From an optimization exercise on the open Yosys and OpenROAD flow, aimed at small area, a short achievable clock period and few clock cycles per item; shortcuts taken in it are not production practice. Function was checked by simulation only, so behaviour that the tests miss may differ from the original.

Setup of run A:
## ex_stage_muldiv
module ex_stage_muldiv
#(
  parameter int unsigned XLEN    = 32,
  parameter int unsigned MUL_LAT = 2
) (
  input  logic            clk,
  input  logic            rst_n,
  input  logic [3:0]      ALUCode_ex,
  input  logic            ALUSrcA_ex,
  input  logic [1:0]      ALUSrcB_ex,
  input  logic [XLEN-1:0] Imm_ex,
  input  logic [XLEN-1:0] PC_ex,
  input  logic [4:0]      rs1Addr_ex,
  input  logic [4:0]      rs2Addr_ex,
  input  logic [XLEN-1:0] rs1Data_ex,
  input  logic [XLEN-1:0] rs2Data_ex,
  input  logic [XLEN-1:0] ALUResult_mem,
  input  logic [4:0]      rdAddr_mem,
  input  logic            RegWrite_mem,
  input  logic [XLEN-1:0] RegWriteData_wb,
  input  logic [4:0]      rdAddr_wb,
  input  logic            RegWrite_wb,
  input  logic            MdValid_ex,
  input  logic [2:0]      MdOp_ex,
  input  logic            Flush_ex,
  output logic [XLEN-1:0] ALUResult_ex,
  output logic [XLEN-1:0] MemWriteData_ex,
  output logic [XLEN-1:0] ALU_A,
  output logic [XLEN-1:0] ALU_B,
  output logic            Stall_ex,
  output logic            MdBusy
);
Size in the first run: roughly 360 I/O pins.
Settings: LEC_CHECK=0, ABC_AREA=1, CAP_MARGIN=20, CORE_MARGIN=2, CORE_UTILIZATION=40, SETUP_SLACK_MARGIN=4, SLEW_MARGIN=20; clock period 16.0 ns.
standard.sh (not shown) runs the stock make flow with config.mk's settings and CLKGATE_MAP_FILE= SYNTH_SCRIPT=/design/flow/synth_recipe.tcl, a recipe that flattens the netlist after the stock synthesis.
==> flow/flow/run.sh <==
#!/bin/bash
# The standard layout (standard.sh), except that the port buffers are plain buf_1 cells
# instead of the delay buffers buffer_ports picks by default. Every port still gets a buffer.
# make's full output goes to standard.log; ORFS's per-step logs stay under orfs/logs.
export BUFFER_PORTS_ARGS="-buffer_cell sky130_fd_sc_hd__buf_1"
bash standard.sh > standard.log 2>&1
Testbench counts of run A, summed over its fixed seeds: cycles 23,621, instrs 12,000.
Input changes introduced in run B (baseline for comparison: run A):
# run A
export LEC_CHECK = 0
export ABC_AREA = 1
export CAP_MARGIN = 20
export CORE_MARGIN = 2
export CORE_UTILIZATION = 40
export SETUP_SLACK_MARGIN = 4
export SLEW_MARGIN = 20
create_clock -name core_clock -period 16.0 [get_ports {clk}]
# run B
export LEC_CHECK = 0
export ABC_AREA = 1
export CAP_MARGIN = 20
export CORE_MARGIN = 2
export CORE_UTILIZATION = 40
export SETUP_SLACK_MARGIN = 5
export SLEW_MARGIN = 20
export TNS_END_PERCENT = 0
create_clock -name core_clock -period 16.0 [get_ports {clk}]
-- flow/flow/run.sh --
<<< run A, line 2
# The standard layout (standard.sh), except that the port buffers are plain buf_1 cells
>>> run B, line 2
# The standard layout (standard.sh), except that the port buffers are plain buf_2 cells
<<< run A, line 5
export BUFFER_PORTS_ARGS="-buffer_cell sky130_fd_sc_hd__buf_1"
>>> run B, line 5
export BUFFER_PORTS_ARGS="-buffer_cell sky130_fd_sc_hd__buf_2"
Findings:
- Run B ended with every stage complete and zero timing, DRC or antenna violations.
- Run A → run B: global-route usage saw an increase; highest achievable clock rate saw an increase; detailed-router iteration count before antenna repair saw an increase.
- Run B reports a higher post-route cell area than run A does.
- Non-filler instance count after layout came out higher on run B than on run A.
- Going from run A to run B, wire length per cell rose 0.61 um; non-clock buffer contribution to total cell area increased 4.8 points; relative area of clock buffers and inverters in the final design was more or less identical.
- In the tables for run A and run B, hold slack reads lower with run B.
Inputs modified between run B and run C:
# run B
export LEC_CHECK = 0
export ABC_AREA = 1
export CAP_MARGIN = 20
export CORE_MARGIN = 2
export CORE_UTILIZATION = 40
export SETUP_SLACK_MARGIN = 5
export SLEW_MARGIN = 20
export TNS_END_PERCENT = 0
create_clock -name core_clock -period 16.0 [get_ports {clk}]
# run C
export LEC_CHECK = 0
export ABC_AREA = 1
export CAP_MARGIN = 20
export CORE_MARGIN = 2
export CORE_UTILIZATION = 40
export SETUP_SLACK_MARGIN = 3.5
export SLEW_MARGIN = 20
export TNS_END_PERCENT = 0
create_clock -name core_clock -period 16.0 [get_ports {clk}]
Results
- Summary of run C over run B: multi-input combinational cell count essentially unchanged, post-route cell area decreased 9.4%.
- Total of plain and repair buffers excluding clock buffers: run C vs run B down 198
- Slack of the critical path came out lower on run C than on run B.
- Re fraction of met3 tracks used by global routing: run C and run B aren't equal, and the higher value belongs to run B.
- Slowest stage cell on the critical path: sky130_fd_sc_hd__ha_1 -> run C, sky130_fd_sc_hd__fa_1 -> run B
- What run C reported for routed wire length has to be multiplied by 1.06 to get the figure for run B.
- The number of register bits inferred by synthesis was comparable across run C and run B.
Relative to run C, the following input files were edited for run D:
# run C
export LEC_CHECK = 0
export ABC_AREA = 1
export CAP_MARGIN = 20
export CORE_MARGIN = 2
export CORE_UTILIZATION = 40
export SETUP_SLACK_MARGIN = 3.5
export SLEW_MARGIN = 20
export TNS_END_PERCENT = 0
create_clock -name core_clock -period 16.0 [get_ports {clk}]
# run D
export LEC_CHECK = 0
export ABC_AREA = 1
export CAP_MARGIN = 20
export CORE_MARGIN = 2
export CORE_UTILIZATION = 50
export SETUP_SLACK_MARGIN = 4
export SLEW_MARGIN = 20
create_clock -name core_clock -period 16.0 [get_ports {clk}]
==> comparison <==
Run D reports a higher via count of the first global-routing pass than run C does.
Run D vs run C on width of the die: run D is the lower one.
Between run D and run C, the wire length is lower for run D.

==> separate check: timing with driven ports <==
No port has a modelled driver above. Below, the same layouts with a new extraction and two added sets of constraints.
Step 1: set_driving_cell puts a clkbuf_16 on clk and a buf_2 on each other input, an assumption about the parent block.
Step 2 adds t to the input delays and takes it off the output delays; t is the mean of the earliest and latest rising clock arrival at the registers after step 1. Input paths then give back, and output paths get back, about the clock's delay inside the block.
Three values: no drivers, after step 1, after step 2; two values: the first two.
run | shift t [ns] | setup slack, ns | worst setup path at the end | slew at the worst register clock pin (ns) | cell pins on the clock port's net
run A | 0.506 | 4.048 / 4.026 / 4.026 | input to output | 0.07 / 0.07 | 1
run B | 0.514 | 4.778 / 4.712 / 4.755 | input to output | 0.07 / 0.07 | 1
run C | 0.500 | 3.728 / 3.706 / 3.706 | input to output | 0.07 / 0.07 | 1
run D | 0.509 | 4.063 / 4.026 / 4.038 | input to output | 0.07 / 0.07 | 1
After both steps every run listed still meets setup and hold. The setup slack of run D, which loses most, moves by -0.037 ns with the drivers and by -0.025 ns with both steps.
